From an optimization exercise on the open Yosys and OpenROAD flow, aimed at small area and a short achievable clock period; shortcuts taken in it are not production practice.
At most, simulation tests tie the RTL to the original design; equivalence was not proved.
For runs 1 to 4, only the layout was checked, not whether the RTL still works.
Power figures rest on the tool's default switching activity, not on a simulated workload.

<file path="flow/run.sh">
#!/bin/bash
# synth_recipe.tcl (not shown) runs the flow's synth.tcl, then flattens the netlist and writes it again
# the make line also repeats each setting of config.mk as NAME=value (left out here)
make -C /OpenROAD-flow-scripts/flow DESIGN_CONFIG=/design/flow/config.mk WORK_HOME=/design/flow/orfs CLKGATE_MAP_FILE= SYNTH_SCRIPT=/design/flow/synth_recipe.tcl finish
</file>
<file path="flow/config.mk">
export PLATFORM = sky130hd
export DESIGN_NAME = csv_record_parse_and_hash
export DESIGN_NICKNAME = csv_record_parse_and_hash
export VERILOG_FILES = /design/flow/design.v
export SDC_FILE = /design/flow/constraint.sdc
export NUM_CORES = 4
export LEC_CHECK = 0
export CAP_MARGIN = 20
export CORE_MARGIN = 2
export CORE_UTILIZATION = 60
export PLACE_DENSITY = 0.75
export SLEW_MARGIN = 20
</file>
<file path="flow/constraint.sdc">
create_clock -name core_clock -period 5.5 [get_ports {clk}]
set_input_delay 1.1000 -clock core_clock [delete_from_list [all_inputs] [get_ports {clk}]]
set_output_delay 1.1000 -clock core_clock [all_outputs]
set_load 0.01 [all_outputs]
</file>
<file path="flow/design.v">
package crph_pkg;
  localparam int NUM_BUCKETS_DEF = 400;
  localparam logic [1:0] STATUS_CITY   = 2'd0;
  localparam logic [1:0] STATUS_ACCEPT = 2'd1;
  localparam logic [1:0] STATUS_ERROR  = 2'd2;
  localparam logic [7:0] CH_ZERO  = 8'h30;
  localparam logic [7:0] CH_NINE  = 8'h39;
  localparam logic [7:0] CH_COMMA = 8'h2C;
  localparam logic [7:0] CH_QUOTE = 8'h22;
  localparam logic [7:0] CH_PAREN = 8'h28;
  localparam logic [19:0] RANK_MAX = 20'hFFFFF;
  localparam logic [31:0] POP_MAX  = 32'hFFFFFFFF;
  localparam logic [9:0]  LEN_MAX  = 10'd1023;
  typedef struct packed {
    logic [1:0]  status;
    logic [7:0]  city_byte;
    logic [19:0] rank;
    logic [31:0] population;
    logic [9:0]  city_length;
    logic [8:0]  index_by_length;
    logic [8:0]  index_by_sum;
    logic [8:0]  index_by_product;
  } result_t;
  function automatic int idx_width(input int ts);
    if (ts > 1) idx_width = $clog2(ts);
    else idx_width = 1;
  endfunction
endpackage
module csv_record_parse_and_hash #(
  parameter int NUM_BUCKETS = crph_pkg::NUM_BUCKETS_DEF
) (
  input  logic         clk,
  input  logic         rst_n,
  input  logic         in_tvalid,
  output logic         in_tready,
  input  logic [7:0]   in_tdata,    
  input  logic         in_tlast,    
  output logic         out_tvalid,
  input  logic         out_tready,
  output logic [103:0] out_tdata,   
  output logic [1:0]   out_tuser    
);
  localparam logic [2:0] S_START      = 3'd0;
  localparam logic [2:0] S_RANK       = 3'd1;
  localparam logic [2:0] S_OPEN_CITY  = 3'd2;
  localparam logic [2:0] S_CITY       = 3'd3;
  localparam logic [2:0] S_AFTER_CITY = 3'd4;
  localparam logic [2:0] S_POP_OPEN   = 3'd5;
  localparam logic [2:0] S_POP        = 3'd6;
  localparam logic [2:0] S_SKIP       = 3'd7;
  logic        skid_v;           
  logic [7:0]  skid_b;
  logic        skid_l;
  logic        out_v;            
  logic        out_acc;          
  logic        out_err;          
  logic        out_pz;           
  logic [19:0] q_rank;           
  logic [31:0] q_pop;
  logic [2:0]  state;
  logic [19:0] rank;
  logic [15:0] acc_lo;
  logic [15:0] acc_hi;
  logic [3:0]  acc_c;            
  logic        acc_hp;           
  logic        acc_sat;          
  logic [9:0]  len;
  logic [8:0]  sum;
  logic [8:0]  px;               
  logic        cb_r;             
  logic        p2_r;             
  logic        p3_r;             
  logic        cpend;            
  logic       ob_free;
  logic [7:0] b;
  logic       last;
  logic       bv;
  logic       is_digit, is_comma, is_quote, is_paren;
  logic [3:0] digit;
  logic [2:0] state_nxt;
  logic       emit;
  logic       acc_word;
  logic       city_word;
  logic       commit;
  assign ob_free = !out_v || out_tready;
  assign b       = skid_v ? skid_b : in_tdata;
  assign last    = skid_v ? skid_l : in_tlast;
  assign bv      = skid_v || in_tvalid;
  assign is_digit = (b[7:4] == 4'h3) && (b[3:0] <= 4'd9);
  assign is_comma = (b == crph_pkg::CH_COMMA);
  assign is_quote = (b == crph_pkg::CH_QUOTE);
  assign is_paren = (b == crph_pkg::CH_PAREN);
  assign digit    = b[3:0];
  always_comb begin
    state_nxt = S_SKIP;
    emit      = 1'b1;
    acc_word  = 1'b0;
    city_word = 1'b0;
    unique case (state)
      S_START: if (is_digit) begin
        state_nxt = S_RANK; emit = 1'b0;
      end
      S_RANK: if (is_digit) begin
        state_nxt = S_RANK; emit = 1'b0;
      end else if (is_comma) begin
        state_nxt = S_OPEN_CITY; emit = 1'b0;
      end
      S_OPEN_CITY: if (is_quote) begin
        state_nxt = S_CITY; emit = 1'b0;
      end
      S_CITY: if (is_quote) begin
        state_nxt = S_AFTER_CITY; emit = 1'b0;
      end else begin
        state_nxt = S_CITY; city_word = 1'b1;
      end
      S_AFTER_CITY: if (is_comma) begin
        state_nxt = S_POP_OPEN; emit = 1'b0;
      end
      S_POP_OPEN: if (is_quote) begin
        state_nxt = S_POP; emit = 1'b0;
      end else if (is_paren) begin
        acc_word = 1'b1;
      end
      S_POP: if (is_digit || is_comma) begin
        state_nxt = S_POP; emit = 1'b0;
      end else if (is_quote) begin
        acc_word = 1'b1;
      end
      default: emit = 1'b0;
    endcase
    if (last) begin
      state_nxt = S_START;
      if (state != S_SKIP) begin
        emit      = 1'b1;
        city_word = 1'b0;
      end
    end
  end
  assign commit = bv && (ob_free || !emit);
  always_ff @(posedge clk) begin
    if (!rst_n) begin
      skid_v <= 1'b0;
      out_v  <= 1'b0;
      state  <= S_START;
    end else begin
      skid_v <= bv && emit && !ob_free;
      if (ob_free) out_v <= bv && emit;
      if (commit) state <= state_nxt;
    end
  end
  logic        acc_clr;          
  logic        acc_step;         
  logic        acc_aux;          
  logic [19:0] lo_mul;
  logic [19:0] hi_mul;
  logic [15:0] hi_eff;
  logic        sat_eff;
  logic [31:0] acc_val;
  assign acc_clr  = !rst_n || (commit && (last || state == S_POP_OPEN));
  assign acc_step = commit && is_digit && (state == S_START || state == S_RANK || state == S_POP);
  assign acc_aux  = (state == S_CITY) || (state == S_AFTER_CITY);
  logic [19:0] lo_x10;
  assign lo_x10   = (20'(acc_lo) << 3) + (20'(acc_lo) << 1);
  assign lo_mul   = lo_x10 + 20'(digit);
  assign hi_mul   = (20'(acc_hi) << 3) + (20'(acc_hi) << 1) + 20'(acc_c);
  assign hi_eff   = acc_hp ? hi_mul[15:0] : acc_hi;
  assign sat_eff  = acc_sat || (acc_hp && hi_mul[19:16] != 4'd0);
  assign acc_val  = sat_eff ? crph_pkg::POP_MAX : {hi_eff, acc_lo};
  logic [7:0] cbyte;
  logic [6:0] c7;
  logic [7:0] c7_25, c7_50, c7_75;
  logic [4:0] c25;
  assign cbyte = q_rank[7:0];
  assign c7    = 7'(cbyte[7:5]) * 7'd7 + 7'(cbyte[4:0]);
  assign c7_25 = {1'b0, c7} - 8'd25;
  assign c7_50 = {1'b0, c7} - 8'd50;
  assign c7_75 = {1'b0, c7} - 8'd75;
  assign c25   = !c7_75[7] ? c7_75[4:0] : !c7_50[7] ? c7_50[4:0] : !c7_25[7] ? c7_25[4:0] : c7[4:0];
  logic [3:0] a16, b16, p_r16;
  logic [4:0] a25, b25;
  logic [5:0] sq_s, sq_d;
  logic [4:0] sq_fs, sq_fd, r16_h;
  logic [6:0] k_t;
  logic [6:0] k_t25, k_t50;
  logic [4:0] k;
  assign a16   = px[8:5];
  assign a25   = px[4:0];
  assign b16   = acc_lo[8:5];
  assign b25   = acc_lo[4:0];
  assign sq_s  = 6'(a25) + 6'(b25);
  assign sq_d  = 6'(a25) - 6'(b25);
  assign p_r16 = acc_lo[13:10];
  always_comb begin
    unique case (sq_s)
      6'd0: sq_fs = 5'd0;
      6'd1: sq_fs = 5'd9;
      6'd2: sq_fs = 5'd11;
      6'd3: sq_fs = 5'd6;
      6'd4: sq_fs = 5'd19;
      6'd5: sq_fs = 5'd0;
      6'd6: sq_fs = 5'd24;
      6'd7: sq_fs = 5'd16;
      6'd8: sq_fs = 5'd1;
      6'd9: sq_fs = 5'd4;
      6'd10: sq_fs = 5'd0;
      6'd11: sq_fs = 5'd14;
      6'd12: sq_fs = 5'd21;
      6'd13: sq_fs = 5'd21;
      6'd14: sq_fs = 5'd14;
      6'd15: sq_fs = 5'd0;
      6'd16: sq_fs = 5'd4;
      6'd17: sq_fs = 5'd1;
      6'd18: sq_fs = 5'd16;
      6'd19: sq_fs = 5'd24;
      6'd20: sq_fs = 5'd0;
      6'd21: sq_fs = 5'd19;
      6'd22: sq_fs = 5'd6;
      6'd23: sq_fs = 5'd11;
      6'd24: sq_fs = 5'd9;
      6'd25: sq_fs = 5'd0;
      6'd26: sq_fs = 5'd9;
      6'd27: sq_fs = 5'd11;
      6'd28: sq_fs = 5'd6;
      6'd29: sq_fs = 5'd19;
      6'd30: sq_fs = 5'd0;
      6'd31: sq_fs = 5'd24;
      6'd32: sq_fs = 5'd16;
      6'd33: sq_fs = 5'd1;
      6'd34: sq_fs = 5'd4;
      6'd35: sq_fs = 5'd0;
      6'd36: sq_fs = 5'd14;
      6'd37: sq_fs = 5'd21;
      6'd38: sq_fs = 5'd21;
      6'd39: sq_fs = 5'd14;
      6'd40: sq_fs = 5'd0;
      6'd41: sq_fs = 5'd4;
      6'd42: sq_fs = 5'd1;
      6'd43: sq_fs = 5'd16;
      6'd44: sq_fs = 5'd24;
      6'd45: sq_fs = 5'd0;
      6'd46: sq_fs = 5'd19;
      6'd47: sq_fs = 5'd6;
      6'd48: sq_fs = 5'd11;
      6'd49: sq_fs = 5'd9;
      6'd50: sq_fs = 5'd0;
      6'd51: sq_fs = 5'd9;
      6'd52: sq_fs = 5'd11;
      6'd53: sq_fs = 5'd6;
      6'd54: sq_fs = 5'd19;
      6'd55: sq_fs = 5'd0;
      6'd56: sq_fs = 5'd24;
      6'd57: sq_fs = 5'd16;
      6'd58: sq_fs = 5'd1;
      6'd59: sq_fs = 5'd4;
      6'd60: sq_fs = 5'd0;
      6'd61: sq_fs = 5'd14;
      6'd62: sq_fs = 5'd21;
      6'd63: sq_fs = 5'd21;
      default: sq_fs = '0;
    endcase
  end
  always_comb begin
    unique case (sq_d)
      6'd0: sq_fd = 5'd0;
      6'd1: sq_fd = 5'd9;
      6'd2: sq_fd = 5'd11;
      6'd3: sq_fd = 5'd6;
      6'd4: sq_fd = 5'd19;
      6'd5: sq_fd = 5'd0;
      6'd6: sq_fd = 5'd24;
      6'd7: sq_fd = 5'd16;
      6'd8: sq_fd = 5'd1;
      6'd9: sq_fd = 5'd4;
      6'd10: sq_fd = 5'd0;
      6'd11: sq_fd = 5'd14;
      6'd12: sq_fd = 5'd21;
      6'd13: sq_fd = 5'd21;
      6'd14: sq_fd = 5'd14;
      6'd15: sq_fd = 5'd0;
      6'd16: sq_fd = 5'd4;
      6'd17: sq_fd = 5'd1;
      6'd18: sq_fd = 5'd16;
      6'd19: sq_fd = 5'd24;
      6'd20: sq_fd = 5'd0;
      6'd21: sq_fd = 5'd19;
      6'd22: sq_fd = 5'd6;
      6'd23: sq_fd = 5'd11;
      6'd24: sq_fd = 5'd9;
      6'd25: sq_fd = 5'd0;
      6'd26: sq_fd = 5'd9;
      6'd27: sq_fd = 5'd11;
      6'd28: sq_fd = 5'd6;
      6'd29: sq_fd = 5'd19;
      6'd30: sq_fd = 5'd0;
      6'd31: sq_fd = 5'd24;
      6'd32: sq_fd = 5'd16;
      6'd33: sq_fd = 5'd24;
      6'd34: sq_fd = 5'd0;
      6'd35: sq_fd = 5'd19;
      6'd36: sq_fd = 5'd6;
      6'd37: sq_fd = 5'd11;
      6'd38: sq_fd = 5'd9;
      6'd39: sq_fd = 5'd0;
      6'd40: sq_fd = 5'd9;
      6'd41: sq_fd = 5'd11;
      6'd42: sq_fd = 5'd6;
      6'd43: sq_fd = 5'd19;
      6'd44: sq_fd = 5'd0;
      6'd45: sq_fd = 5'd24;
      6'd46: sq_fd = 5'd16;
      6'd47: sq_fd = 5'd1;
      6'd48: sq_fd = 5'd4;
      6'd49: sq_fd = 5'd0;
      6'd50: sq_fd = 5'd14;
      6'd51: sq_fd = 5'd21;
      6'd52: sq_fd = 5'd21;
      6'd53: sq_fd = 5'd14;
      6'd54: sq_fd = 5'd0;
      6'd55: sq_fd = 5'd4;
      6'd56: sq_fd = 5'd1;
      6'd57: sq_fd = 5'd16;
      6'd58: sq_fd = 5'd24;
      6'd59: sq_fd = 5'd0;
      6'd60: sq_fd = 5'd19;
      6'd61: sq_fd = 5'd6;
      6'd62: sq_fd = 5'd11;
      6'd63: sq_fd = 5'd9;
      default: sq_fd = '0;
    endcase
  end
  assign r16_h[0] = (p_r16 == 4'd1) |
      (p_r16 == 4'd4) |
      (p_r16 == 4'd5) |
      (p_r16 == 4'd8) |
      (p_r16 == 4'd11) |
      (p_r16 == 4'd12) |
      (p_r16 == 4'd15);
  assign r16_h[1] = (p_r16 == 4'd1) |
      (p_r16 == 4'd2) |
      (p_r16 == 4'd4) |
      (p_r16 == 4'd7) |
      (p_r16 == 4'd10) |
      (p_r16 == 4'd12) |
      (p_r16 == 4'd13) |
      (p_r16 == 4'd15);
  assign r16_h[2] = (p_r16 == 4'd2) |
      (p_r16 == 4'd5) |
      (p_r16 == 4'd8) |
      (p_r16 == 4'd11) |
      (p_r16 == 4'd12) |
      (p_r16 == 4'd14) |
      (p_r16 == 4'd15);
  assign r16_h[3] = (p_r16 == 4'd1) |
      (p_r16 == 4'd3) |
      (p_r16 == 4'd8) |
      (p_r16 == 4'd9) |
      (p_r16 == 4'd10) |
      (p_r16 == 4'd15);
  assign r16_h[4] = (p_r16 == 4'd2) |
      (p_r16 == 4'd4) |
      (p_r16 == 4'd6) |
      (p_r16 == 4'd9) |
      (p_r16 == 4'd11) |
      (p_r16 == 4'd13);
  assign k_t   = 7'(acc_lo[9:5]) - 7'(acc_lo[4:0]) - 7'(r16_h);
  assign k_t25 = k_t + 7'd25;
  assign k_t50 = k_t + 7'd50;
  assign k     = !k_t[6] ? k_t[4:0] : !k_t25[6] ? k_t25[4:0] : k_t50[4:0];
  always_ff @(posedge clk) begin
    acc_hp <= acc_step && !acc_clr;
    if (acc_step && !acc_clr) begin
      acc_lo <= lo_mul[15:0];
      acc_c  <= lo_mul[19:16];
    end else if (acc_clr) begin
      acc_lo <= '0;
    end else if (acc_aux && p2_r) begin
      acc_lo[13:0] <= {4'(a16 * b16), sq_fs, sq_fd};
    end else if (acc_aux && cb_r && !cpend && len == 10'd1) begin
      acc_lo[8:0] <= {cbyte[3:0], c25};
    end
    if (acc_clr) begin
      acc_hi  <= '0;
      acc_sat <= 1'b0;
    end else begin
      acc_hi  <= hi_eff;
      acc_sat <= sat_eff;
    end
    if (commit && state == S_RANK && is_comma) begin
      rank <= (sat_eff || hi_eff[15:4] != 12'd0) ? crph_pkg::RANK_MAX : {hi_eff[3:0], acc_lo};
    end
  end
  logic [9:0] sum_add;
  logic [6:0] sum_sub;           
  assign sum_add = 10'(cpend ? 9'd0 : sum) + 10'(cbyte);
  assign sum_sub = {1'b0, sum_add[9:4]} - 7'd25;
  always_ff @(posedge clk) begin
    cb_r <= commit && state == S_CITY && !is_quote;
    p2_r <= cb_r && !cpend && len == 10'd1;
    p3_r <= p2_r;
    if (commit && state == S_OPEN_CITY) begin
      cpend <= 1'b1;
    end else if (cb_r || (commit && acc_word)) begin
      cpend <= 1'b0;
    end
    if (cb_r) begin
      if (cpend) len <= 10'd1;
      else if (len != crph_pkg::LEN_MAX) len <= len + 10'd1;
      sum <= sum_sub[6] ? sum_add[8:0] : {sum_sub[4:0], sum_add[3:0]};
    end else if (cpend && commit && acc_word) begin
      len <= '0;
      sum <= '0;
    end
    if (cb_r && cpend) begin
      px <= {cbyte[3:0], c25};
    end else if (p3_r) begin
      px <= {p_r16, k};
    end
  end
  always_ff @(posedge clk) begin
    if (!skid_v) begin
      skid_b <= in_tdata;
      skid_l <= in_tlast;
    end
    if (ob_free) begin
      out_acc <= acc_word;
      out_err <= !acc_word && !city_word;
      out_pz  <= (state != S_POP);
      q_rank  <= {rank[19:8], (state == S_CITY) ? b : rank[7:0]};
      q_pop   <= acc_val;
    end
  end
  logic [5:0] len_m800;           
  logic [6:0] len_m400;           
  logic [8:0] len_idx;
  assign len_m800 = {1'b0, len[9:5]} - 6'd25;
  assign len_m400 = {1'b0, len[9:4]} - 7'd25;
  assign len_idx  = !len_m800[5] ? {len_m800[3:0], len[4:0]} :
                    !len_m400[6] ? {len_m400[4:0], len[3:0]} : len[8:0];
  logic [8:0] prod_idx;
  assign prod_idx = (len[9:1] == 9'd0) ? 9'd0 : {px[4:0], px[8:5]};
  logic out_city;
  logic out_popv;
  assign out_city = !out_acc && !out_err;
  assign out_popv = out_acc && !out_pz;
  assign in_tready  = !skid_v;
  assign out_tvalid = out_v;
  assign out_tuser  = {out_err, out_acc};
  assign out_tdata  = {7'd0,
                       prod_idx    & {9{out_acc}},
                       sum         & {9{out_acc}},
                       len_idx     & {9{out_acc}},
                       len         & {10{out_acc}},
                       q_pop       & {32{out_popv}},
                       q_rank      & {20{out_acc}},
                       q_rank[7:0] & {8{out_city}}};
endmodule
</file>
==> metrics.md, run 1 <==
| Metric | Value |
|---|---|
| Outcome | `finished clean` |
| Final hold vios | `0` |
| Die X | `153 um` |
| Critical Path End Type | `register` |
| # DRC | `0` |
| Clk latency of the worst-skew pair | `430 ps` |
| Combinational Power Share | `0.458` |
| Switching Fraction | `0.388` |
| I/O pin total | `121` |
| DIE AREA | `23,300 um^2` |
| Critical R2R Launch | `q_rank[5]` |
| Final Cycle Share | `0.873` |
| Final worst path period need | `4800 ps` |
| R2R depth | `16` |
| Post-synth top area cell | `edfxtp_1` |
| Internal power | `3.03 mW` |
| H-tree depth | `4` |
| Die Y | `153 um` |
| Hold EP | `p3_r` |
| Post-CTS sizing | `0` |
| Routed WL per cell | `18.1 um` |
| Fill cell count | `1,724` |
| Core Util, Final | `0.696` |
| Reg clk slew, reported paths | `70 ps` |
| Drt initial violations | `868` |
| Detailed-route via count | `11,300` |
| Data required, critical path | `5670 ps` |
| GR Overflow Total | `0` |
| CTS Hold Bufs | `0` |
| Remaining antenna violation count | `0` |
| Register area share after synthesis | `0.333` |
| Synth warn | `1` |
| Most frequent cells in the layout | `143 x nand2_1, 139 x nor2_1, 138 x ha_1` |
| Clk network pwr share | `0.241` |
| ANT cells | `0` |
| IO buf count | `113` |
| GRT Total Usage | `0.285` |
| CP max-delay cell | `fa_1` |
| Total wire length | `33,300 um` |
| Largest net degree at the start of global routing | `50` |
| Post-synth EDFFs | `123` |
| VDD IR max | `0.231 mV` |
| Largest buffer count on any clock path | `2` |
| Placed insts | `1,806` |
| CTS tree | `yes` |
| Slew Limit Headroom | `0.303` |
| Ranking of synthesized cells by area | `edfxtp_1 28%, ha_1 13%, dfxtp_1 5.4%, and2_1 4.4%, nand2_1 4.0%` |
| Flops & latches, synth | `159` |
| Finished Cell Area | `15,100 um^2` |
| RSZ-0062 raised after global routing | `false` |
| Hold_sp | `p2_r` |
| Distinct cells, synth | `89` |
| Reg2reg setup slack | `700 ps` |
| Crit path arrival time | `4970 ps` |
| Max Transition Viols Final | `0` |
| DP Wirelength | `25,300 um` |
| Pwr per Cell Area | `327 nW/um^2` |
| Sequential power share | `0.301` |
| Cell count after synthesis | `1,466` |
| Fraction of registers with async set/reset | `0` |
| Floorplan core area | `21,800 um^2` |
| GP Congestion | `0.913` |
| Hold Crit Class | `reg2reg` |
| Root Driver | `clkbuf_16` |
| TritonCTS Buffers | `17` |
| Top_reg_cell synth | `edfxtp_1` |
| Final Non-Filler Cells | `1,838` |
| Setup crit start kind | `register` |
| First-pass GRT wire length | `54,600 um` |
| WHS Path Cells | `0` |
| # nets final | `1,709` |
| Worst-Margin Slew | `1050 ps` |
| Crit path largest cell delay | `670 ps` |
| Leakage power | `6.30 nW` |
| Vias in the first global route | `10,600` |
| Area Overhead vs Synth | `14.3%` |
| Setup bufs post-CTS | `0` |
| Mapped cell area | `13,300 um^2` |
| Mean Syn Cell Area | `9.04 um^2` |
| Placement Rows | `54` |
| Endpoints failing setup | `0` |
| Worst R2R End | `acc_lo[4]` |
| Most common library cell in the layout ignoring fill and taps | `nand2_1` |
| CP Class | `reg2reg` |
| Clock Sinks | `159` |
| Worst-path fanout max | `7` |
| Initial Utilization | `0.609` |
| Area after DPL | `14,600 um^2` |
| Setup TNS | `0 ps` |
| MaxCap Viol Count | `0` |
| Clock Skew | `14.8 ps` |
| Peak Freq | `0.208 GHz` |
| Crit path cell chain | `fa_1, inv_1, fa_1, inv_1, fa_1, inv_1, ha_1, a21boi_0, or2_2, o311ai_1, buf_4, nand2_1, a221oi_1, xor2_1, a221oi_1, a211oi_1` |
| Synth top area share | `0.279` |
| Layout cells sized above 1 | `0.0635` |
| Vias per cell | `6.13` |
| Initial antenna violation count | `0` |
| First drt pass iteration count | `5` |
| Switching Power | `1.92 mW` |
| Tot Pwr | `4.95 mW` |
==> per-layer routing <==
metal / routed length (um) / GRT usage / vias to the layer above / share of wire
met2: 15800 / 0.475 / 386 / 0.47
met3: 1800 / 0.0361 / 66 / 0.054
li1: - / - / 5483 / -
met4: 949 / 0.0970 / 0 / 0.028
met5: 0 / 0 / - / 0
met1: 14800 / 0.385 / 5341 / 0.44
==> flip-flops by register name, summed over array words and instances (netlist names), 3 cells and up <==
| signal | cells |
|---|---|
| acc_hi | 16 |
| px | 9 |
| sum | 9 |
| q_pop | 32 |
| state | 3 |
| skid_b | 8 |
| rank | 20 |
| len | 10 |
| acc_c | 4 |
| q_rank | 20 |
| acc_lo | 16 |
==> logic make-up after synthesis <==
| kind of cell | count (synthesis) | synth area share |
|---|---|---|
| and+or+nand+nor | 572 | 0.217 |
| AOI/OAI and AO/OA | 347 | 0.182 |
| xor gates and xnor gates | 67 | 0.0443 |
| adders and majority gates | 151 | 0.150 |
| muxes | 33 | 0.0291 |
| buffers and inverters | 136 | 0.0446 |
| DFF | 159 | 0.333 |
| other | 1 | 0.000283 |
==> critical path, delay by kind of cell (launching register included) <==
kind | cells | cell delay [ps]
compound gates | 5 | 1130
buf+inv | 4 | 460
fa+ha+maj | 4 | 1960
flops | 1 | 510
simple gates | 2 | 340
xor+xnor | 1 | 140
==> cell usage after synthesis (all sizes together), types with 7 or more instances <==
cell	instances
nand2	143
and2	94
nor3	38
xor2	20
mux2i	16
a21o	16
a2111oi	7
buf	27
nor2b	32
a21boi	7
or3	26
a211oi	20
inv	56
a21oi	89
o21ai	58
xnor2	47
or2	10
o221ai	9
dfxtp	36
o211ai	20
fa	13
o21a	16
edfxtp	123
nand2b	17
a31oi	17
clkbuf	52
nor3b	7
nor2	140
a221oi	8
nand3	24
nand4	7
ha	138
mux2	14
==> cell type report <==
| type | count | area, um^2 | share of cell area |
|---|---|---|---|
| clock buffer | 18 | 439 | 0.0290 |
| clock inverter | 14 | 156 | 0.0103 |
| inverter | 57 | 214 | 0.0141 |
| multi-input combinational | 1177 | 8290 | 0.547 |
| sequential | 159 | 4410 | 0.291 |
| tap | 280 | 350 | 0.0231 |
| timing repair buffer | 133 | 1280 | 0.0846 |
==> power by group through the flow <==
stage,Sequential [mW],Clock (mW),Combinational [mW]
finish,1.49,1.20,2.27
detailed placement,1.51,0,2.20
floorplan,1.46,0,1.73
CTS,1.49,1.20,2.22
global placement,1.51,0,2.16
global route,1.50,1.25,2.50
==> per-stage QoR <==
step / hold slack [ps] / setup WS, ps
after global routing: 388 / 386
after detailed placement: 373 / 709
after floorplan: 356 / 715
final: 379 / 696
after CTS: 380 / 696
after global placement: 370 / 774
==> worst max path at each step <==
stage	depth (start not counted)	from	slack, ps	endpoint
after floorplan	4	out_tready	720	rank[0]
after global placement	12	in_tdata[3]	770	acc_c[2]
after detailed placement	16	q_rank[5]	710	acc_lo[4]
after CTS	16	q_rank[5]	700	acc_lo[4]
after global routing	16	q_rank[5]	390	acc_lo[4]
final	16	q_rank[5]	700	acc_lo[4]
==> run 2: changes to the inputs <==
--- a/flow/design.v
+++ b/flow/design.v
@@ -28,2 +28,3 @@
 endpackage
+`default_nettype none
 module csv_record_parse_and_hash #(
@@ -56,7 +57,11 @@
   logic        out_err;          
-  logic        out_pz;           
+  logic        out_gp;           
+  logic        out_gc;           
   logic [19:0] q_rank;           
+  logic        q_rsat;           
   logic [31:0] q_pop;
+  logic        q_psat;           
   logic [2:0]  state;
-  logic [19:0] rank;
+  logic [19:0] rank;             
+  logic        rank_sat;
   logic [15:0] acc_lo;
@@ -157,3 +162,2 @@
   logic        sat_eff;
-  logic [31:0] acc_val;
   assign acc_clr  = !rst_n || (commit && (last || state == S_POP_OPEN));
@@ -167,13 +171,24 @@
   assign sat_eff  = acc_sat || (acc_hp && hi_mul[19:16] != 4'd0);
-  assign acc_val  = sat_eff ? crph_pkg::POP_MAX : {hi_eff, acc_lo};
   logic [7:0] cbyte;
-  logic [6:0] c7;
-  logic [7:0] c7_25, c7_50, c7_75;
+  logic [4:0] c_h;
   logic [4:0] c25;
+  logic [5:0] c_t;
+  logic [6:0] c_t25, c_t50;
+  always_comb begin
+    unique case (cbyte[7:5])
+      3'd0: c_h = 5'd0;
+      3'd1: c_h = 5'd7;
+      3'd2: c_h = 5'd14;
+      3'd3: c_h = 5'd21;
+      3'd4: c_h = 5'd3;
+      3'd5: c_h = 5'd10;
+      3'd6: c_h = 5'd17;
+      default: c_h = 5'd24;
+    endcase
+  end
   assign cbyte = q_rank[7:0];
-  assign c7    = 7'(cbyte[7:5]) * 7'd7 + 7'(cbyte[4:0]);
-  assign c7_25 = {1'b0, c7} - 8'd25;
-  assign c7_50 = {1'b0, c7} - 8'd50;
-  assign c7_75 = {1'b0, c7} - 8'd75;
-  assign c25   = !c7_75[7] ? c7_75[4:0] : !c7_50[7] ? c7_50[4:0] : !c7_25[7] ? c7_25[4:0] : c7[4:0];
+  assign c_t   = 6'(cbyte[4:0]) + 6'(c_h);
+  assign c_t25 = {1'b0, c_t} - 7'd25;
+  assign c_t50 = {1'b0, c_t} - 7'd50;
+  assign c25   = !c_t50[6] ? c_t50[4:0] : !c_t25[6] ? c_t25[4:0] : c_t[4:0];
   logic [3:0] a16, b16, p_r16;
@@ -387,4 +402,5 @@
     end
-    if (commit && state == S_RANK && is_comma) begin
-      rank <= (sat_eff || hi_eff[15:4] != 12'd0) ? crph_pkg::RANK_MAX : {hi_eff[3:0], acc_lo};
+    if (state == S_RANK) begin
+      rank     <= {hi_eff[3:0], acc_lo};
+      rank_sat <= sat_eff || hi_eff[15:4] != 12'd0;
     end
@@ -401,3 +417,3 @@
       cpend <= 1'b1;
-    end else if (cb_r || (commit && acc_word)) begin
+    end else if (cb_r) begin
       cpend <= 1'b0;
@@ -408,5 +424,2 @@
       sum <= sum_sub[6] ? sum_add[8:0] : {sum_sub[4:0], sum_add[3:0]};
-    end else if (cpend && commit && acc_word) begin
-      len <= '0;
-      sum <= '0;
     end
@@ -426,5 +439,8 @@
       out_err <= !acc_word && !city_word;
-      out_pz  <= (state != S_POP);
+      out_gp  <= acc_word && (state == S_POP);
+      out_gc  <= acc_word && !cpend;
       q_rank  <= {rank[19:8], (state == S_CITY) ? b : rank[7:0]};
-      q_pop   <= acc_val;
+      q_rsat  <= rank_sat;
+      q_pop   <= {hi_eff, acc_lo};
+      q_psat  <= sat_eff;
     end
@@ -441,5 +457,3 @@
   logic out_city;
-  logic out_popv;
   assign out_city = !out_acc && !out_err;
-  assign out_popv = out_acc && !out_pz;
   assign in_tready  = !skid_v;
@@ -448,9 +462,10 @@
   assign out_tdata  = {7'd0,
-                       prod_idx    & {9{out_acc}},
-                       sum         & {9{out_acc}},
-                       len_idx     & {9{out_acc}},
-                       len         & {10{out_acc}},
-                       q_pop       & {32{out_popv}},
-                       q_rank      & {20{out_acc}},
+                       prod_idx    & {9{out_gc}},
+                       sum         & {9{out_gc}},
+                       len_idx     & {9{out_gc}},
+                       len         & {10{out_gc}},
+                       (q_pop  | {32{q_psat}}) & {32{out_gp}},
+                       (q_rank | {20{q_rsat}}) & {20{out_acc}},
                        q_rank[7:0] & {8{out_city}}};
 endmodule
+`default_nettype wire
--- a/flow/config.mk
+++ b/flow/config.mk
@@ -11,2 +11,3 @@
 export PLACE_DENSITY = 0.75
+export SETUP_SLACK_MARGIN = 1.5
 export SLEW_MARGIN = 20
==> run 2 against run 1 <==
Net effect: core utilization up 2.1 points; clock skew is 2.3 ps lower; first-iteration DRC count up 0.92%; clock power barely moved; still clean; combinational power increased by 27%; critical path type unchanged.
==> metrics.md, run 2 <==
| Metric | Value |
|---|---|
| Outcome | `finished clean` |
| Slew Limit Headroom | `0.327` |
| IO buf count | `113` |
| Critical Path End Type | `register` |
| ANT cells | `0` |
| Biggest register | `q_pop` |
| Mapped cell area | `12,900 um^2` |
| Setup crit start kind | `register` |
| Most frequent cells in the layout | `127 x ha_1, 127 x edfxtp_1, 123 x nor2_1` |
| CTS tree | `yes` |
| Top Registers | `q_pop (32), q_rank (20), rank (20)` |
| Synth warn | `1` |
| Crit path arrival time | `4020 ps` |
| Peak Freq | `0.259 GHz` |
| Root Driver | `clkbuf_16` |
| Reg2reg setup slack | `1640 ps` |
| Fraction of registers with async set/reset | `0` |
| Die Y | `151 um` |
| VDD IR max | `0.333 mV` |
| First-pass GRT wire length | `53,300 um` |
| Distinct cells, synth | `86` |
| Layout cells sized above 1 | `0.0987` |
| R2R depth | `13` |
| CTS Hold Bufs | `0` |
| Synth top area share | `0.295` |
| RSZ-0062 raised after global routing | `false` |
| WHS Path Cells | `0` |
| Drt initial violations | `876` |
| Ranking of synthesized cells by area | `edfxtp_1 29%, ha_1 13%, dfxtp_1 5.6%, o21a_1 3.9%, nor2_1 3.6%` |
| Max Transition Viols Final | `0` |
| Worst-path fanout max | `8` |
| Register area share after synthesis | `0.350` |
| Routed WL per cell | `19.7 um` |
| Most common cell in the netlist | `ha_1` |
| Setup TNS | `0 ps` |
| Worst R2R End | `acc_lo[0]` |
| Placement Rows | `53` |
| # nets final | `1,630` |
| I/O pin total | `121` |
| Clock Skew | `12.5 ps` |
| Detailed-route via count | `11,200` |
| Die X | `151 um` |
| Met1 usage | `0.410` |
| Tot Pwr | `5.68 mW` |
| Initial Utilization | `0.614` |
| Clock Sinks | `163` |
| GR Overflow Total | `0` |
| Mean Syn Cell Area | `9.35 um^2` |
| Vias in the first global route | `10,100` |
| Top_reg_cell synth | `edfxtp_1` |
| Largest net degree at the start of global routing | `36` |
| Post-synth top area cell | `edfxtp_1` |
| Worst-Margin Slew | `1010 ps` |
| Floorplan core area | `21,100 um^2` |
| Vias per cell | `6.36` |
| Reg clk slew, reported paths | `70 ps` |
| Post-synth EDFFs | `127` |
| Pwr per Cell Area | `376 nW/um^2` |
| Leakage power | `6.14 nW` |
| Total wire length | `34,700 um` |
| Crit path cell chain | `nor2_1, nor2b_1, or2_2, inv_1, ha_1, a211oi_1, nor2_1, or2_2, a311oi_4, a21boi_0, xnor2_1, a211oi_2, o22ai_1` |
| Crit path largest cell delay | `550 ps` |
| CP max-delay cell | `edfxtp_1` |
| Final Cycle Share | `0.702` |
| Placed insts | `1,711` |
| MaxCap Viol Count | `0` |
| First drt pass iteration count | `5` |
| Hold_sp | `p2_r` |
| Final Non-Filler Cells | `1,764` |
| Met2 Track Usage GR | `0.492` |
| DP Wirelength | `25,000 um` |
| Initial antenna violation count | `0` |
| Max reg flops | `32` |
| Data required, critical path | `5660 ps` |
| Post-synth top cells | `131 x ha_1, 127 x edfxtp_1, 124 x nor2_1, 83 x nand2_1, 71 x a21oi_1` |
| Cell count after synthesis | `1,384` |
| Largest buffer count on any clock path | `2` |
| Final worst path period need | `3860 ps` |
| Flops & latches, synth | `163` |
| Critical R2R Launch | `q_rank[7]` |
| Remaining antenna violation count | `0` |
| H-tree depth | `4` |
| CP Class | `reg2reg` |
| Area Overhead vs Synth | `16.8%` |
| Hold Crit Class | `reg2reg` |
| Clk latency of the worst-skew pair | `430 ps` |
| DIE AREA | `22,800 um^2` |
| GRT Total Usage | `0.299` |
| Final hold vios | `0` |
| Endpoints failing setup | `0` |
| # DRC | `0` |
| GR Util met3 | `0.0473` |
| Busiest grt layer | `met2` |
| Hold EP | `p3_r` |
| GP Congestion | `0.941` |
| TritonCTS Buffers | `17` |
[run 2: changes by cell type after synthesis, sizes merged, moves of 7 or more]
cell and change:
nand2 -59, and2 -51, o21a +51, a21oi -18, or3 -18, nor2 -16, inv +12, o21ai +12
nand3 +11, a21boi +8, nor3 -8, o221ai -8, and3 +7, ha -7
[run 2: worst max path at each step]
stage,endpoint,start,cells past startpoint
2_1_floorplan,acc_c[2],in_tdata[3],13
3_3_place_gp,acc_c[2],in_tdata[2],14
3_5_place_dp,acc_c[2],in_tdata[2],14
4_1_cts,acc_c[1],in_tdata[3],14
5_1_grt,acc_lo[3],in_tdata[5],10
6_report,acc_lo[0],q_rank[7],13
[run 2: layout make-up]
| class | instances | area (um^2) |
|---|---|---|
| clock inverter | 15 | 161 |
| clock buffer | 17 | 425 |
| tap | 275 | 344 |
| fill | 1616 | 5970 |
| multi-input combinational | 1083 | 7980 |
| inverter | 68 | 255 |
| timing repair buffer | 143 | 1420 |
| sequential | 163 | 4540 |
[run 2: worst max-delay path: cells and delay by family, from the launching register on]
kind                     cells  cell delay [ps]
AO/OA/AOI/OAI                5             1440
AND/OR/NAND/NOR              5             1090
flip-flops                   1              550
adder cells (fa/ha/maj)      1              230
XOR/XNOR                     1              210
buffers and inverters        1               70
[run 2: stage by stage]
step                 util  hold WS (ps)  setup WS (ps)  cell area (um^2)
floorplan               -           338           1500             13000
global placement    0.672           372            725             14200
detailed placement  0.672           375            625             14200
CTS                 0.703           392           1380             14800
global route        0.717           407           1480             15100
finish              0.717           393           1640             15100
[run 2: cells by family (layout without fill, tap and decap cells)]
group | Yosys count | in the layout | share of synthesized area
buf+inv | 144 | 243 | 0.0471
flops | 163 | 163 | 0.350
fa+ha+maj | 141 | 141 | 0.142
xor+xnor | 62 | 62 | 0.0420
mux | 32 | 32 | 0.0282
simple gates | 428 | 428 | 0.166
compound gates | 413 | 413 | 0.224
other cells | 1 | 7 | 0.000290
[run 2: power by group]
group	total, mW	internal, mW	leakage [nW]	switching, mW
sequential	1.62	1.48	1.59	0.134
combinational	2.88	1.22	4.27	1.66
clock	1.18	0.611	0.277	0.573
total	5.68	3.31	6.14	2.37
[run 2: per-layer routing]
metal / share of wire / vias to the layer above
li1: - / 5320
met4: 0.022 / 0
met3: 0.068 / 59
met5: 0 / -
met1: 0.43 / 5362
met2: 0.48 / 479
[run 2: timing repair]
| item | in CTS | in global routing |
|---|---|---|
| setup buffers | 6 | 13 |
| gates resized for setup | 10 | 28 |
| pin swaps | 10 | 14 |
| setup endpoints to repair | 10 | 46 |
| cloned | 0 | 0 |
==> run 3: changes to the inputs <==
--- a/flow/config.mk
+++ b/flow/config.mk
@@ -11,3 +11,3 @@
 export PLACE_DENSITY = 0.75
-export SETUP_SLACK_MARGIN = 1.5
+export SETUP_SLACK_MARGIN = 2.2
 export SLEW_MARGIN = 20
==> run 3 against run 2 <==
Net effect: maximum frequency down 0.30%; routed wire length grew 22%; largest power group unchanged; critical endpoint is now acc_c[0]; register-to-register slack improved by 100 ps; worst setup slack worse by 11 ps; clock-buffer cell count unchanged; final cell count is 8.2% higher; final area grew 15%; clock power up 3%; sequential share of layout area is 3.9 points lower; critical path type is now in2reg; area after synthesis is the same.
==> metrics.md, run 3 <==
| Metric | Value |
|---|---|
| Pwr per Cell Area | `423 nW/um^2` |
| Setup WS pre-CTS | `962 ps` |
| Largest buffer count on any clock path | `2` |
| Total wire length | `42,500 um` |
| Met1 usage | `0.453` |
| Root Driver | `clkbuf_16` |
| Critical R2R Launch | `skid_v` |
| Clock Sinks | `163` |
| GP Congestion | `0.917` |
| Final hold vios | `0` |
| Flops & latches, synth | `163` |
| Crit path largest cell delay | `470 ps` |
| Most common library cell in the layout ignoring fill and taps | `buf_4` |
| Synth warn | `1` |
| DP Wirelength | `25,500 um` |
| Slew Limit Headroom | `0.465` |
| Switching Fraction | `0.426` |
| Worst-path fanout max | `3` |
| ANT cells | `0` |
| Top_reg_cell synth | `edfxtp_1` |
| Crit path arrival time | `4070 ps` |
| GR Util met3 | `0.0503` |
| Routed WL per cell | `22.2 um` |
| Top Registers | `q_pop (32), q_rank (20), rank (20)` |
| First drt pass iteration count | `6` |
| Leakage power | `7.12 nW` |
| WHS Path Cells | `0` |
| Post-synth top cells | `131 x ha_1, 127 x edfxtp_1, 124 x nor2_1, 83 x nand2_1, 71 x a21oi_1` |
| Reg clk slew, reported paths | `70 ps` |
| Remaining antenna violation count | `0` |
| Max Transition Viols Final | `0` |
| RSZ-0062 raised after global routing | `true` |
| Synth Area in Compound Gates | `0.224` |
| Peak Freq | `0.258 GHz` |
| VDD IR max | `0.659 mV` |
| Final Cycle Share | `0.704` |
| GR Overflow Total | `0` |
| Detailed-route via count | `12,500` |
| Portion of netlist area occupied by mux cells | `0.0282` |
| Vias per cell | `6.55` |
| Hold Crit Class | `reg2reg` |
| Tot Pwr | `7.38 mW` |
| Synth Area in XOR/XNOR | `0.0420` |
| Mapped cell area | `12,900 um^2` |
| Clk network pwr share | `0.165` |
| Data required, critical path | `5690 ps` |
| Initial antenna violation count | `0` |
| Clock Skew | `13.7 ps` |
| Worst R2R End | `acc_c[0]` |
| Setup crit start kind | `input port` |
| Fraction of registers with async set/reset | `0` |
| GRT Total Usage | `0.340` |
| Initial Utilization | `0.614` |
| Worst-Margin Slew | `801 ps` |
| Mean Syn Cell Area | `9.35 um^2` |
| Fill cell count | `1,232` |
| Clk latency of the worst-skew pair | `450 ps` |
| Die Y | `151 um` |
| Area Overhead vs Synth | `34.8%` |
| Sequential power share | `0.214` |
| Vias in the first global route | `11,200` |
| Die X | `151 um` |
| Worst Setup SP | `in_tdata[3]` |
| Most frequent cells in the layout | `143 x buf_4, 127 x edfxtp_1, 114 x nor2_1` |
| # DRC | `0` |
| Critical Path End Type | `register` |
| Biggest register | `q_pop` |
| Cell count after synthesis | `1,384` |
| I/O pin total | `121` |
| Crit path cell chain | `buf_8, nand2b_4, and2_4, inv_4, fa_2, fa_2, a211oi_2, o21bai_2, a31oi_2, o21ai_2, o41ai_2, buf_4, o21bai_1, a21oi_1, xnor2_1` |
| Drt initial violations | `1,230` |
| First-pass GRT wire length | `60,300 um` |
| Largest net degree at the start of global routing | `34` |
| Endpoints failing setup | `0` |
| Most common cell on crit path | `fa_2` |
| Post-Synth Simple-Gate Area | `0.166` |
| # nets final | `1,775` |
| Post-synth EDFFs | `127` |
| TritonCTS Buffers | `17` |
| DIE AREA | `22,800 um^2` |
| Busiest grt layer | `met2` |
| Hold_sp | `p2_r` |
| Synth Area in Adders | `0.142` |
| Register area share after synthesis | `0.350` |
| Switching Power | `3.14 mW` |
| R2R depth | `14` |
| CP Class | `in2reg` |
| Reg2reg setup slack | `1740 ps` |
| Outcome | `finished clean` |
| Internal power | `4.24 mW` |
| Met2 Track Usage GR | `0.564` |
| Most common cell in the netlist | `ha_1` |
| Distinct cells, synth | `86` |
| Combinational Power Share | `0.621` |
| Post-synth top area cell | `edfxtp_1` |
| Floorplan core area | `21,100 um^2` |
| Hold EP | `p3_r` |
| Ranking of synthesized cells by area | `edfxtp_1 29%, ha_1 13%, dfxtp_1 5.6%, o21a_1 3.9%, nor2_1 3.6%` |
| H-tree depth | `4` |
| Largest family of logic cells by synthesized area | `compound AO/OA/AOI/OAI gates` |
| CTS Hold Bufs | `0` |
| CTS tree | `yes` |
| MaxCap Viol Count | `0` |
| Setup TNS | `0 ps` |
| Final worst path period need | `3870 ps` |
| CP max-delay cell | `fa_2` |
| IO buf count | `113` |
| Placement Rows | `53` |
| Synth top area share | `0.295` |
| Layout cells sized above 1 | `0.283` |
| Core Util, Final | `0.827` |
| Max reg flops | `32` |
| Setup WS post-layout | `1630 ps` |
-- run 3: cell types whose count changed in the layout (fill, tap and decap cells not counted), sizes merged, moves of 3 or more --
cell	delta
inv	-3
clkinv	+5
buf	+146
clkbuf	+15
clkdlybuf4s50	-19
-- run 3: power by group through the flow --
stage	sequential, mW	clock, mW	combinational (mW)
after global placement	1.65	0	2.81
after global routing	1.58	1.26	4.83
final	1.58	1.22	4.58
after CTS	1.59	1.21	3.54
after floorplan	1.56	0	2.20
after detailed placement	1.65	0	2.84
-- run 3: repair_timing --
action                     in CTS  in global routing
setup buffers                  92                 69
pin swaps                      70                107
resized for setup             148                196
gates cloned                    4                  0
setup endpoints to repair     135                 83
-- run 3: final cells by class --
cell class | count | area, um^2 | area share
sequential | 163 | 4550 | 0.261
tap | 275 | 344 | 0.0197
timing repair buffer | 286 | 2540 | 0.146
inverter | 68 | 280 | 0.0161
clock inverter | 15 | 181 | 0.0104
clock buffer | 17 | 425 | 0.0244
timing repair inverter | 1 | 7.51 | 0.000430
multi-input combinational | 1084 | 9110 | 0.522
-- run 3: worst max path at each step --
stage                    end  slack [ps]  cells after the start
finish              acc_c[0]        1630                     15
floorplan           acc_c[2]        1780                     13
detailed placement  acc_c[2]         960                     14
CTS                 acc_c[2]        1830                     15
global route        acc_c[0]        1540                     15
global placement    acc_c[2]        1040                     14
-- run 3: kinds of logic (layout without fill, tap and decap cells) --
kind of cell,count (synthesis),in the layout
multiplexers,32,32
adder cells (fa/ha/maj),141,141
other,1,7
AND/OR/NAND/NOR,428,428
buffers and inverters,144,387
flip-flops,163,163
XOR/XNOR,62,62
AO/OA/AOI/OAI,413,414
-- run 3: critical path, delay by kind of cell --
| kind | cells | cell delay, ps |
|---|---|---|
| AOI/OAI and AO/OA | 7 | 1420 |
| adders and majority gates | 2 | 860 |
| buffers and inverters | 3 | 340 |
| and+or+nand+nor | 2 | 230 |
| xor gates and xnor gates | 1 | 110 |
-- run 3: through the flow --
| step | std cells | hold slack (ps) | area (um^2) |
|---|---|---|---|
| finish | 1909 | 386 | 17400 |
| global route | 1909 | 402 | 17400 |
| CTS | 1840 | 387 | 16200 |
| detailed placement | 1712 | 372 | 14300 |
| global placement | 1712 | 365 | 14300 |
| floorplan | 1390 | 338 | 13100 |
-- run 3: layer usage --
metal | up-vias | part of all wire | wire length, um
met3 | 174 | 0.084 | 3560
met2 | 739 | 0.48 | 20300
met1 | 5974 | 0.39 | 16500
met4 | 0 | 0.047 | 2010
li1 | 5620 | - | -
met5 | - | 0 | 0
==> run 4: changes to the inputs <==
==> flow/flow/run.sh (new file) <==
#!/bin/bash
# The standard layout (standard.sh), with the port buffers made of the smallest
# plain buffer instead of the resizer's default choice. Every input and output
# port still gets its own buffer.
set -euo pipefail
export BUFFER_PORTS_ARGS="-buffer_cell sky130_fd_sc_hd__buf_1"
bash standard.sh > standard_flow.log 2>&1
==> flow/standard.sh (new file) <==
#!/bin/bash
# synth_recipe.tcl (not shown) runs the flow's synth.tcl, then flattens the netlist and writes it again
# the make line also repeats each setting of config.mk as NAME=value (left out here)
make -C /OpenROAD-flow-scripts/flow DESIGN_CONFIG=/design/flow/config.mk WORK_HOME=/design/flow/orfs CLKGATE_MAP_FILE= SYNTH_SCRIPT=/design/flow/synth_recipe.tcl "${@:-finish}"
--- a/flow/config.mk
+++ b/flow/config.mk
@@ -11,3 +11,3 @@
 export PLACE_DENSITY = 0.75
-export SETUP_SLACK_MARGIN = 2.2
+export SETUP_SLACK_MARGIN = 1.5
 export SLEW_MARGIN = 20
removed: flow/run.sh
==> run 4 against run 3 <==
Net effect: synthesized cell count did not move; highest routed layer unchanged; routed wire length fell by 20%; power fell by 23%.
==> metrics.md, run 4 <==
| Metric | Value |
|---|---|
| Biggest register | `q_pop` |
| CTS tree | `yes` |
| IO buf count | `113` |
| Die Y | `151 um` |
| Worst Path Buf+Inv | `2` |
| Total wire length | `33,900 um` |
| MaxCap Viol Count | `0` |
| Crit path cell chain | `buf_1, nand2b_1, and2_4, inv_1, fa_1, ha_1, a211oi_1, o21bai_1, a31oi_2, o211ai_1, a41o_1, a21o_1, a21oi_1, a21oi_1` |
| CP max-delay cell | `fa_1` |
| Peak Freq | `0.261 GHz` |
| Flops & latches, synth | `163` |
| TritonCTS Buffers | `17` |
| Leakage power | `5.81 nW` |
| Fraction of registers with async set/reset | `0` |
| Endpoints failing setup | `0` |
| Floorplan core area | `21,100 um^2` |
| Placement Rows | `53` |
| Critical R2R Launch | `q_rank[7]` |
| Most frequent cells in the layout | `131 x ha_1, 127 x edfxtp_1, 123 x nor2_1` |
| Layout cells sized above 1 | `0.0785` |
| Setup WS post-layout | `1670 ps` |
| Worst-Margin Slew | `991 ps` |
| Fill cell count | `1,722` |
| Vias in the first global route | `10,000` |
| CP Class | `in2reg` |
| Most common cell in the netlist | `ha_1` |
| Vias per cell | `6.34` |
| Worst R2R End | `acc_lo[0]` |
| Hold Crit Class | `reg2reg` |
| Synth top area share | `0.295` |
| GRT Total Usage | `0.296` |
| Clock Sinks | `163` |
| Crit path largest cell delay | `530 ps` |
| VDD IR max | `0.293 mV` |
| Top Registers | `q_pop (32), q_rank (20), rank (20)` |
| Pwr per Cell Area | `399 nW/um^2` |
| GR Overflow Total | `0` |
| # DRC | `0` |
| Clk latency of the worst-skew pair | `440 ps` |
| Setup TNS | `0 ps` |
| Post-synth top area cell | `edfxtp_1` |
| Routed WL per cell | `19.4 um` |
| Detailed-route via count | `11,100` |
| Setup crit start kind | `input port` |
| Cell count after synthesis | `1,384` |
| Reg2reg setup slack | `1710 ps` |
| Register area | `4540 um^2` |
| Most common cell on crit path | `a21oi_1` |
| I/O pin total | `121` |
| Ranking of synthesized cells by area | `edfxtp_1 29%, ha_1 13%, dfxtp_1 5.6%, o21a_1 3.9%, nor2_1 3.6%` |
| ANT cells | `0` |
| H-tree depth | `4` |
| First-pass GRT wire length | `52,800 um` |
| WHS | `372 ps` |
| Top_reg_cell synth | `edfxtp_1` |
| Max Transition Viols Final | `0` |
| Final hold vios | `0` |
| GP Congestion | `0.937` |
| Final worst path period need | `3830 ps` |
| First drt pass iteration count | `5` |
| Die X | `151 um` |
| Data required, critical path | `5690 ps` |
| Mapped cell area | `12,900 um^2` |
| Largest net degree at the start of global routing | `59` |
| DP Wirelength | `25,000 um` |
| RSZ-0062 raised after global routing | `true` |
| Critical Path End Type | `register` |
| Worst-path fanout max | `3` |
| Root Driver | `clkbuf_16` |
| Post-synth EDFFs | `127` |
| WP depth | `14` |
| Initial antenna violation count | `0` |
| Worst setup endpoint | `acc_c[3]` |
| Clock Skew | `14.0 ps` |
| Setup WS pre-CTS | `1010 ps` |
| Top delay family on crit path | `compound AO/OA/AOI/OAI gates` |
| Drt initial violations | `852` |
| Distinct cells, synth | `86` |
| Area Overhead vs Synth | `10.2%` |
| Post-synth top cells | `131 x ha_1, 127 x edfxtp_1, 124 x nor2_1, 83 x nand2_1, 71 x a21oi_1` |
| Outcome | `finished clean` |
| Crit path arrival time | `4020 ps` |
| # nets final | `1,619` |
| Mean Syn Cell Area | `9.35 um^2` |
| Register area share after synthesis | `0.350` |
| Remaining antenna violation count | `0` |
| Largest buffer count on any clock path | `2` |
| Hold_sp | `p2_r` |
| Worst Setup SP | `in_tdata[3]` |
| Multi-input gate area | `7900 um^2` |
| Synth warn | `1` |
| Most common library cell in the layout ignoring fill and taps | `ha_1` |
| Slew Limit Headroom | `0.336` |
| Max reg flops | `32` |
| R2R depth | `13` |
| Reg clk slew, reported paths | `80 ps` |
| DIE AREA | `22,800 um^2` |
| Final Cycle Share | `0.696` |
| Initial Utilization | `0.614` |
[run 4: report_power, final]
group          total [mW]  internal (mW)  switching (mW)
Combinational        2.86           1.15            1.72
Sequential           1.62           1.48           0.131
Clock                1.21          0.623           0.587
[run 4: cell type report]
class / count / share of cell area
Tap cell: 275 / 0.0241
Clock inverter: 15 / 0.0141
Timing Repair Buffer: 132 / 0.0417
Multi-Input combinational cell: 1083 / 0.554
Sequential cell: 163 / 0.318
Clock buffer: 17 / 0.0298
Inverter: 68 / 0.0179
[run 4: logic make-up (layout without fill, tap and decap cells)]
group	Yosys count	count (layout)	synth area share
AND/OR/NAND/NOR	428	428	0.166
AO/OA/AOI/OAI	413	413	0.224
flip-flops	163	163	0.350
buffers and inverters	144	232	0.0471
adder cells (fa/ha/maj)	141	141	0.142
XOR/XNOR	62	62	0.0420
multiplexers	32	32	0.0282
other	1	7	0.000290
[run 4: timing repair]
item | 4_1_cts | 5_1_grt
resized for setup | 2 | 11
hold buffers | 0 | 0
hold endpoints to repair | 0 | 0
pin swaps | 1 | 1
setup buffers | 0 | 5
setup endpoints to repair | 4 | 16
[run 4: how the worst min path moves through the flow]
stage	cells after the start	to	slack [ps]
floorplan	0	p3_r	340
finish	0	p3_r	370
global route	0	p3_r	380
detailed placement	0	p3_r	350
global placement	0	p3_r	360
CTS	0	p3_r	370
[run 4: worst register-to-register path: cells and delay by family (launching register included)]
| family | cells | cell delay (ps) |
|---|---|---|
| and+or+nand+nor | 5 | 1100 |
| DFF | 1 | 560 |
| adders and majority gates | 1 | 240 |
| xor gates and xnor gates | 1 | 170 |
| buffers and inverters | 1 | 60 |
| AOI/OAI and AO/OA | 5 | 1400 |
[run 4: per-stage QoR]
stage	area, um^2	utilization	cells	power [mW]
finish	14300	0.676	1753	5.69
global route	14300	0.676	1753	6.04
CTS	14100	0.669	1746	5.60
detailed placement	13500	0.639	1714	4.39
global placement	13500	0.639	1714	4.34
floorplan	13000	-	1390	3.71
[run 4: per-layer routing]
layer  GRT usage  vias to the layer above  share of wire
li1            -                     5280              -
met1       0.402                     5310           0.43
met2       0.489                      460           0.48
met3      0.0443                       67          0.068
met4      0.0939                        0          0.026
met5           0                        -              0
==> run 5: changes to the inputs <==
--- a/flow/design.v
+++ b/flow/design.v
@@ -165,5 +165,8 @@
   assign acc_aux  = (state == S_CITY) || (state == S_AFTER_CITY);
-  logic [19:0] lo_x10;
+  logic [19:0] lo_x10, lo_x10p;
+  logic [4:0]  lo_low;
   assign lo_x10   = (20'(acc_lo) << 3) + (20'(acc_lo) << 1);
-  assign lo_mul   = lo_x10 + 20'(digit);
+  assign lo_x10p  = (20'(acc_lo) << 3) + (20'(acc_lo) << 1) + 20'd16;
+  assign lo_low   = {1'b0, lo_x10[3:0]} + {1'b0, digit};
+  assign lo_mul   = {lo_low[4] ? lo_x10p[19:4] : lo_x10[19:4], lo_low[3:0]};
   assign hi_mul   = (20'(acc_hi) << 3) + (20'(acc_hi) << 1) + 20'(acc_c);
--- a/flow/config.mk
+++ b/flow/config.mk
@@ -10,2 +10,3 @@
 export CORE_UTILIZATION = 60
+export CTS_BUF_LIST = sky130_fd_sc_hd__clkbuf_4 sky130_fd_sc_hd__clkbuf_8
 export PLACE_DENSITY = 0.75
==> run 5 against run 4 <==
Net effect: still clean on timing, DRC and antenna; power down 10%; hold slack improved by 55 ps; global-route usage fell by 1.4 points; via count decreased by 6.0%; clock-buffer cell count unchanged; maximum frequency rose by 0.88%; critical endpoint is now px[3].
==> metrics.md, run 5 <==
| Metric | Value |
|---|---|
| Final Cycle Share | `0.689` |
| Root Driver | `clkbuf_8` |
| Layout cells sized above 1 | `0.0874` |
| Peak Freq | `0.264 GHz` |
| Top_reg_cell synth | `edfxtp_1` |
| Post-synth EDFFs | `127` |
| Finished Cell Area | `13,900 um^2` |
| Ranking of synthesized cells by area | `edfxtp_1 30%, ha_1 12%, dfxtp_1 5.6%, o21a_1 3.6%, xnor2_1 3.6%` |
| WHS Path Cells | `0` |
| IO buf count | `113` |
| Crit path arrival time | `4040 ps` |
| Clock Sinks | `163` |
| GR Overflow Total | `0` |
| RSZ-0062 raised after global routing | `false` |
| Top Registers | `q_pop (32), q_rank (20), rank (20)` |
| Die X | `150 um` |
| Register area | `4540 um^2` |
| Post-synth top area cell | `edfxtp_1` |
| Detailed-route via count | `10,400` |
| Max reg flops | `32` |
| Cell count after synthesis | `1,337` |
| Clock Skew | `12.7 ps` |
| Reg2reg setup slack | `1710 ps` |
| Synth warn | `1` |
| CP max-delay cell | `edfxtp_1` |
| Mean Syn Cell Area | `9.56 um^2` |
| Synth top area share | `0.298` |
| VDD IR max | `0.250 mV` |
| Initial antenna violation count | `0` |
| Most common library cell in the layout ignoring fill and taps | `edfxtp_1` |
| Distinct cells, synth | `94` |
| Setup WS pre-CTS | `1310 ps` |
| Vias in the first global route | `9,699` |
| Area after DPL | `13,300 um^2` |
| Crit path largest cell delay | `570 ps` |
| Leakage power | `5.59 nW` |
| Final Non-Filler Cells | `1,717` |
| Worst-Margin Slew | `998 ps` |
| Endpoints failing setup | `0` |
| Total wire length | `31,800 um` |
| Outcome | `finished clean` |
| Flops & latches, synth | `163` |
| First-pass GRT wire length | `49,800 um` |
| GRT Total Usage | `0.282` |
| Fill cell count | `1,748` |
| Vias per cell | `6.09` |
| CTS tree | `yes` |
| Top delay family on crit path | `compound AO/OA/AOI/OAI gates` |
| Tot Pwr | `5.11 mW` |
| Reg clk slew, reported paths | `110 ps` |
| Final worst path period need | `3790 ps` |
| DP Wirelength | `23,400 um` |
| Initial Utilization | `0.610` |
| Pwr per Cell Area | `368 nW/um^2` |
| Placed insts | `1,675` |
| Post-synth top cells | `127 x edfxtp_1, 118 x ha_1, 115 x nor2_1, 99 x nand2_1, 74 x a21oi_1` |
| Critical Path End Type | `register` |
| I/O pin total | `121` |
| Register area share after synthesis | `0.355` |
| # nets final | `1,570` |
| Die Y | `150 um` |
| ANT cells | `0` |
| Placement Rows | `53` |
| Worst-path fanout max | `9` |
| Fraction of registers with async set/reset | `0` |
| GP Congestion | `0.916` |
| Slew Limit Headroom | `0.334` |
| Largest net degree at the start of global routing | `61` |
| Worst Path Buf+Inv | `2` |
| CTS Hold Bufs | `0` |
| Routed WL per cell | `18.5 um` |
| Hold Crit Class | `reg2reg` |
| Drt initial violations | `888` |
| Clk latency of the worst-skew pair | `490 ps` |
| Worst Setup SP | `acc_lo[5]` |
| Crit path cell chain | `inv_1, ha_1, inv_1, fa_1, xor2_1, ha_1, o21a_1, o31a_1, o21ai_0, o211ai_1, a21oi_2, a31oi_1, mux2i_1, or3_1` |
| DIE AREA | `22,500 um^2` |
| Biggest register | `q_pop` |
| Setup TNS | `0 ps` |
| Data required, critical path | `5740 ps` |
| Critical R2R Launch | `acc_lo[5]` |
| TritonCTS Buffers | `17` |
| Final hold vios | `0` |
| Remaining antenna violation count | `0` |
| First drt pass iteration count | `5` |
| Multi-input gate area | `7670 um^2` |
| MaxCap Viol Count | `0` |
| Setup WS post-layout | `1710 ps` |
| # DRC | `0` |
| Max Transition Viols Final | `0` |
| Hold EP | `q_rank[18]` |
| Mapped cell area | `12,800 um^2` |
| Hold_sp | `rank[18]` |
| Most frequent cells in the layout | `127 x edfxtp_1, 118 x ha_1, 114 x nor2_1` |
| H-tree depth | `4` |
| Largest buffer count on any clock path | `2` |
| R2R depth | `14` |
| CP Class | `reg2reg` |
| Worst R2R End | `px[3]` |
| Area Overhead vs Synth | `8.58%` |
| Setup crit start kind | `register` |
| Floorplan core area | `21,000 um^2` |
| Most common cell in the netlist | `edfxtp_1` |
## run 5: cell type report
cell class                      count  share of cell area
Clock inverter                     15              0.0143
Tap cell                          275              0.0248
Sequential cell                   163               0.327
Clock buffer                       17              0.0169
Timing Repair Buffer              135              0.0445
Multi-Input combinational cell   1038               0.553
Inverter                           74              0.0200
## run 5: logic make-up after synthesis
group	Yosys count	synth area share
AOI/OAI and AO/OA	356	0.201
buffers and inverters	142	0.0491
xor gates and xnor gates	86	0.0595
other	1	0.000293
and+or+nand+nor	414	0.162
muxes	47	0.0417
DFF	163	0.355
adders and majority gates	128	0.131
## run 5: metal layers
metal | GRT usage | routed length (um) | vias up
li1 | - | - | 5058
met1 | 0.374 | 13800 | 4932
met2 | 0.463 | 14900 | 389
met3 | 0.0421 | 1950 | 69
met4 | 0.114 | 1030 | 0
met5 | 0 | 0 | -
## run 5: per-stage QoR
step                hold WS, ps  utilization
floorplan                   356            -
global placement            380        0.635
detailed placement          397        0.635
CTS                         430        0.656
global route                436        0.662
finish                      427        0.662
## run 5: what timing repair did
item / 4_1_cts / 5_1_grt
pin swaps: 0 / 1
gates cloned: 0 / 0
setup endpoints to repair: 1 / 23
buffers inserted: 0 / 8
gates resized for setup: 1 / 3
hold endpoints to repair: 0 / 0
## run 5: how the worst max path moves through the flow
stage | endpoint | slack (ps) | depth (start not counted)
final | px[3] | 1710 | 14
after global routing | out_tdata[77] | 1520 | 9
after CTS | acc_c[2] | 1520 | 8
after detailed placement | acc_c[3] | 1310 | 9
after global placement | acc_c[3] | 1460 | 9
after floorplan | px[3] | 1960 | 14
## run 5: power by group
group,leakage (nW),total [mW],switching [mW],internal (mW)
logic,3.81,2.59,1.52,1.07
clock network,0.214,0.927,0.567,0.360
registers,1.57,1.60,0.118,1.48
## run 5: worst register-to-register path, stage by stage, from the launching register on
cell	delay, ps
edfxtp_1	570
inv_1	110
ha_1	170
inv_1	60
fa_1	390
xor2_1	180
ha_1	350
o21a_1	180
o31a_1	110
o21ai_0	250
o211ai_1	200
a21oi_2	330
a31oi_1	150
mux2i_1	140
or3_1	360
==> run 6: changes to the inputs <==
--- a/flow/config.mk
+++ b/flow/config.mk
@@ -12,3 +12,3 @@
 export PLACE_DENSITY = 0.75
-export SETUP_SLACK_MARGIN = 1.5
+export SETUP_SLACK_MARGIN = 2.0
 export SLEW_MARGIN = 20
==> run 6 against run 5 <==
Net effect: die area unchanged; flip-flop and latch count did not move; area after synthesis stayed put; global-route usage shrank 0.41 points; critical path depth is 2 lower; power grew 5.6%; clock skew increased by 5.5 ps; core utilization is 3.2 points higher; critical endpoint is now acc_lo[1]; largest cell class unchanged.
==> metrics.md, run 6 <==
| Metric | Value |
|---|---|
| Setup crit start kind | `register` |
| Routed WL per cell | `18.3 um` |
| Largest buffer count on any clock path | `2` |
| Clk latency of the worst-skew pair | `480 ps` |
| Floorplan core area | `21,000 um^2` |
| Largest family of logic cells by synthesized area | `compound AO/OA/AOI/OAI gates` |
| Mapped cell area | `12,800 um^2` |
| Met2 Track Usage GR | `0.458` |
| First-pass GRT wire length | `49,000 um` |
| Crit path arrival time | `3820 ps` |
| Most frequent cells in the layout | `127 x edfxtp_1, 112 x nor2_1, 112 x ha_1, 112 x buf_1, 99 x nand2_1` |
| Initial Utilization | `0.610` |
| DP Wirelength | `23,000 um` |
| Hold Crit Class | `reg2reg` |
| RSZ-0062 raised after global routing | `true` |
| Synth warn | `1` |
| Synth Area in Adders | `0.131` |
| Endpoints failing setup | `0` |
| Max Transition Viols Final | `0` |
| Worst-Margin Slew | `1050 ps` |
| Top Registers | `q_pop (32), q_rank (20), rank (20)` |
| Critical Path End Type | `register` |
| Hold EP | `p3_r` |
| R2R depth | `12` |
| Clk network pwr share | `0.169` |
| Busiest grt layer | `met2` |
| Slew Limit Headroom | `0.303` |
| H-tree depth | `4` |
| Cell count after synthesis | `1,337` |
| Drt initial violations | `644` |
| GRT Total Usage | `0.278` |
| Post-Synth Simple-Gate Area | `0.162` |
| Switching Fraction | `0.427` |
| Portion of netlist area occupied by mux cells | `0.0417` |
| Vias per cell | `6.03` |
| Core Util, Final | `0.694` |
| Data required, critical path | `5810 ps` |
| WHS Path Cells | `0` |
| Biggest register | `q_pop` |
| Synth top area share | `0.298` |
| GR Util met3 | `0.0460` |
| Met1 usage | `0.372` |
| Placement Rows | `53` |
| Distinct cells, synth | `94` |
| Combinational Power Share | `0.541` |
| Total wire length | `32,400 um` |
| Leakage power | `5.90 nW` |
| Most common library cell in the layout ignoring fill and taps | `edfxtp_1` |
| Final Cycle Share | `0.637` |
| # DRC | `0` |
| I/O pin total | `121` |
| Outcome | `finished clean` |
| Register area share after synthesis | `0.355` |
| Die Y | `150 um` |
| Flops & latches, synth | `163` |
| Tot Pwr | `5.40 mW` |
| Top_reg_cell synth | `edfxtp_1` |
| Initial antenna violation count | `0` |
| Fraction of registers with async set/reset | `0` |
| Mean Syn Cell Area | `9.56 um^2` |
| Critical R2R Launch | `q_rank[7]` |
| Synth Area in XOR/XNOR | `0.0595` |
| Remaining antenna violation count | `0` |
| DIE AREA | `22,500 um^2` |
| Setup WS pre-CTS | `1410 ps` |
| IO buf count | `113` |
| Max reg flops | `32` |
| Hold_sp | `p2_r` |
| Clock Sinks | `163` |
| Die X | `150 um` |
| GP Congestion | `0.928` |
## run 6: cell counts after synthesis
Identical to the previous run, type by type.
## run 6: area by class of cell
type / instances / area, um^2
timing repair buffer: 187 / 1030
clock inverter: 15 / 199
clock buffer: 17 / 234
multi-input combinational: 1038 / 7910
sequential: 163 / 4540
inverter: 74 / 287
tap: 275 / 344
fill: 1644 / 6410
## run 6: cell families after synthesis
group	after synthesis
XOR/XNOR	86
AO/OA/AOI/OAI	356
buffers and inverters	142
multiplexers	47
flip-flops	163
other	1
AND/OR/NAND/NOR	414
adder cells (fa/ha/maj)	128
## run 6: timing repair
item | CTS | global route
endpoints found under the setup margin | 50 | 39
endpoints found under the hold margin | 0 | 0
pin swaps | 1 | 20
buffers inserted | 16 | 46
resized for setup | 16 | 48
## run 6: metrics by stage
stage | cells | area, um^2
6_report | 1769 | 14500
5_1_grt | 1769 | 14500
4_1_cts | 1721 | 13900
3_5_place_dp | 1673 | 13300
3_3_place_gp | 1673 | 13300
2_1_floorplan | 1343 | 12800
## run 6: worst max path at each step
stage,end,start,slack (ps)
6_report,acc_lo[1],q_rank[7],1990
4_1_cts,px[3],acc_lo[5],1860
3_3_place_gp,acc_c[3],in_tdata[6],1510
2_1_floorplan,acc_c[0],in_tdata[6],2010
5_1_grt,acc_lo[2],q_rank[7],1870
3_5_place_dp,acc_c[1],in_tdata[6],1410
## run 6: per-layer routing
| layer | routed length [um] | vias to the layer above |
|---|---|---|
| met5 | 0 | - |
| met4 | 827 | 0 |
| met3 | 1890 | 64 |
| met2 | 15500 | 356 |
| met1 | 14200 | 5088 |
| li1 | - | 5166 |
## run 6: power by group through the flow
stage / clock network [mW] / registers [mW] / logic (mW)
after global routing: 0.968 / 1.57 / 3.20
after detailed placement: 0 / 1.63 / 2.47
after CTS: 0.921 / 1.58 / 2.56
after global placement: 0 / 1.63 / 2.42
final: 0.912 / 1.57 / 2.92
after floorplan: 0 / 1.55 / 2.00
## run 6: worst max-delay path: cells and delay by family (launching register included)
kind,cells,cell delay [ps]
AOI/OAI and AO/OA,5,1530
xor gates and xnor gates,1,220
adders and majority gates,1,260
buffers and inverters,1,170
DFF,1,560
and+or+nand+nor,4,580

Re-timed with assumed drivers on the ports (clkbuf_16 on the clock, buf_2 on other inputs), run 6 has 1.995 ns of setup slack against 1.995 ns with ideal ports, and 1.665 ns once port delays also move by the mid clock arrival of 0.512 ns.
